This design comes from an exercise in tuning for small area, a short achievable clock period and few clock cycles per item on the open sky130 flow, not from production work. RTL that was checked went through simulation tests only; none was proved equivalent to the original. Power and IR drop assume default switching activity.

==> module lz77_match_search, before the edit <==
module lz77_match_search (
  input  logic                clk,
  input  logic                rstn,
  input  logic [NCAND-1:0]    eq_i,
  input  logic                nv_i,
  output logic                tok_lit_o,
  output logic                tok_mat_o,
  output logic                tok_lst_o,
  output logic [LEN_WD-1:0]   mat_len_o,
  output logic [DST_WD-1:0]   mat_dst_o
);
  logic [LEN_WD-1:0]   step_r;
  logic [NCAND-1:0]    p1_r;
  logic [NCAND-1:0]    p2_r;
  logic                near_r;
  logic                nv1_r;
  logic                st2_w;
  logic                stm_w;
  logic [NCAND-1:0]    next_w;
  logic [NCAND-1:0]    ext_w;
  logic [NCAND-1:0]    pair_w;
  logic                any_w;
  logic                lst_w;
  logic                take_w;
  logic [DST_WD-1:0]   prio_dst_w;
  assign st2_w = (step_r == LEN_WD'(2));
  assign stm_w = (step_r >= LEN_WD'(LEN_MIN));
  always_comb begin
    for (int j = 0; j < NCAND; j++) begin
      next_w[j] = (step_r + LEN_WD'(1) == LEN_WD'(j + LEN_MIN)) && (j + LEN_MIN <= LEN_MAX);
    end
  end
  assign ext_w  = p2_r & eq_i;
  assign pair_w = p1_r & eq_i;
  assign any_w  = (|ext_w) && !step_r[LEN_WD-1];
  always_comb begin
    prio_dst_w = '0;
    for (int j = NCAND - 1; j >= 0; j--) begin
      if (p2_r[j]) begin
        prio_dst_w = DST_WD'(j + LEN_MIN);
      end
    end
    if (near_r) begin
      prio_dst_w = DST_WD'(step_r);
    end
  end
  assign tok_lit_o = st2_w && !any_w;
  assign tok_mat_o = stm_w && !any_w;
  assign lst_w     = st2_w ? !nv1_r : !nv_i;
  assign tok_lst_o = lst_w;
  assign mat_len_o = step_r;
  assign mat_dst_o = prio_dst_w;
  always_ff @(posedge clk or negedge rstn) begin
    if (!rstn) begin
      step_r <= '0;
    end else begin
      case (step_r)
        LEN_WD'(0): if (nv_i) step_r <= LEN_WD'(1);
        LEN_WD'(1): step_r <= LEN_WD'(2);
        LEN_WD'(2): if (any_w) step_r <= LEN_WD'(3);
                    else if (lst_w) step_r <= LEN_WD'(0);
        default:    if (any_w) step_r <= step_r + 1'b1;
                    else step_r <= lst_w ? LEN_WD'(0) : LEN_WD'(1);
      endcase
    end
  end
  assign take_w = stm_w || (st2_w && any_w);
  always_ff @(posedge clk) begin
    nv1_r  <= nv_i;
    p1_r   <= eq_i;
    p2_r   <= eq_i & (take_w ? (p2_r & ~next_w) : p1_r);
    near_r <= |(ext_w & next_w);
  end
endmodule
==> flow/config.mk <==
export PLATFORM = sky130hd
export DESIGN_NAME = lz77_top
export DESIGN_NICKNAME = lz77_top
export VERILOG_FILES = /design/flow/design.v
export SDC_FILE = /design/flow/constraint.sdc
export NUM_CORES = 4
export LEC_CHECK = 0
export CAP_MARGIN = 20
export CORE_MARGIN = 2
export CORE_UTILIZATION = 40
export CTS_BUF_LIST = sky130_fd_sc_hd__clkbuf_16
export CTS_CLUSTER_DIAMETER = 80
export CTS_CLUSTER_SIZE = 30
export SETUP_SLACK_MARGIN = 5
export SLEW_MARGIN = 20
==> flow/constraint.sdc <==
create_clock -name core_clock -period 8.0 [get_ports {clk}]
set_input_delay 1.6000 -clock core_clock [delete_from_list [all_inputs] [get_ports {clk}]]
set_output_delay 1.6000 -clock core_clock [all_outputs]
set_load 0.01 [all_outputs]
standard.sh (not shown) runs the stock make flow with config.mk's settings and CLKGATE_MAP_FILE= SYNTH_SCRIPT=/design/flow/synth_recipe.tcl, a recipe that flattens the netlist after the stock synthesis.
==> flow/flow/run.sh <==
#!/bin/bash
# The standard layout with a tighter timing-repair target, small port buffers and no dummy
# clock loads; the clock period and constraints are the design's. ORFS keeps each step's log
# under orfs/logs.
set -euo pipefail
bash standard.sh SETUP_SLACK_MARGIN=5.46 "BUFFER_PORTS_ARGS=-buffer_cell sky130_fd_sc_hd__buf_2" \
  "CTS_ARGS=-sink_clustering_enable -repair_clock_nets -sink_clustering_size 30 -sink_clustering_max_diameter 80 -buf_list sky130_fd_sc_hd__clkbuf_16 -dont_use_dummy_load" \
  finish > standard.log 2>&1
The starting point passed the timing, design-rule and antenna checks.
Testbench counts at the start, summed over its fixed seeds: cycles 41,294, bytes 39,715.
==> next run, changes <==
--- a/flow/design.v
+++ b/flow/design.v
@@ -107,11 +107,11 @@
   logic [DST_WD-1:0]   prio_dst_w;
   assign st2_w = (step_r == LEN_WD'(2));
   assign stm_w = (step_r >= LEN_WD'(LEN_MIN));
   always_comb begin
     for (int j = 0; j < NCAND; j++) begin
-      next_w[j] = (step_r + LEN_WD'(1) == LEN_WD'(j + LEN_MIN)) && (j + LEN_MIN <= LEN_MAX);
+      next_w[j] = (step_r == LEN_WD'(j + LEN_MIN - 1)) && (j + LEN_MIN <= LEN_MAX);
     end
   end
   assign ext_w  = p2_r & eq_i;
   assign pair_w = p1_r & eq_i;
   assign any_w  = (|ext_w) && !step_r[LEN_WD-1];
@@ -139,12 +139,21 @@
       case (step_r)
         LEN_WD'(0): if (nv_i) step_r <= LEN_WD'(1);
         LEN_WD'(1): step_r <= LEN_WD'(2);
         LEN_WD'(2): if (any_w) step_r <= LEN_WD'(3);
                     else if (lst_w) step_r <= LEN_WD'(0);
-        default:    if (any_w) step_r <= step_r + 1'b1;
-                    else step_r <= lst_w ? LEN_WD'(0) : LEN_WD'(1);
+        LEN_WD'(3): if (any_w) step_r <= LEN_WD'(4);
+                    else step_r <= lst_w ? LEN_WD'(0) : LEN_WD'(1);
+        LEN_WD'(4): if (any_w) step_r <= LEN_WD'(5);
+                    else step_r <= lst_w ? LEN_WD'(0) : LEN_WD'(1);
+        LEN_WD'(5): if (any_w) step_r <= LEN_WD'(6);
+                    else step_r <= lst_w ? LEN_WD'(0) : LEN_WD'(1);
+        LEN_WD'(6): if (any_w) step_r <= LEN_WD'(7);
+                    else step_r <= lst_w ? LEN_WD'(0) : LEN_WD'(1);
+        LEN_WD'(7): if (any_w) step_r <= LEN_WD'(8);
+                    else step_r <= lst_w ? LEN_WD'(0) : LEN_WD'(1);
+        default:    step_r <= lst_w ? LEN_WD'(0) : LEN_WD'(1);
       endcase
     end
   end
   assign take_w = stm_w || (st2_w && any_w);
   always_ff @(posedge clk) begin
=> The changed run finished clean; critical path depth is unchanged; count of clock-buffer cells in the layout stays the same; setup slack is worse by 0.019 ns; routed wire length decreases by 3.0%; hold slack is better by 0.032 ns; design area decreases by 2.9%; synthesized area decreases by 3.9%; die area decreases by 3.8%; total power decreases by 2.0%; clock skew decreases by 0.013 ns; global-route usage increases by 0.64 points; flip-flop and latch count is unchanged.
Function not checked in the second run of this note: the RTL went through the layout flow alone.

-- afterwards: timing with drivers on the ports --
The flow's constraints put no driver on any port. The routed layouts listed below were extracted and timed again, unchanged, in two steps. Step 1 assumes that a clkbuf_16 drives the clock port and a buf_2 every other input. Step 2 moves the port delays by t, midway between the first and last clock arrival at a register: inputs arrive t later, outputs are due t later. That takes back most of the time a late clock gives input paths. a / b / c = ideal / step 1 / step 2; a / b = the first two.
run | shift t [ns] | setup WS [ns] | hold slack, ns
the first run | 0.475 | 5.420 / 5.379 / 5.151 | 0.301 / 0.301 / 0.301
the second run | 0.479 | 5.401 / 5.359 / 5.049 | 0.333 / 0.333 / 0.333
After both steps every run listed still meets setup and hold. For the second run, which loses most, drivers alone change the setup slack by -0.042 ns; drivers and shift together by -0.352 ns.
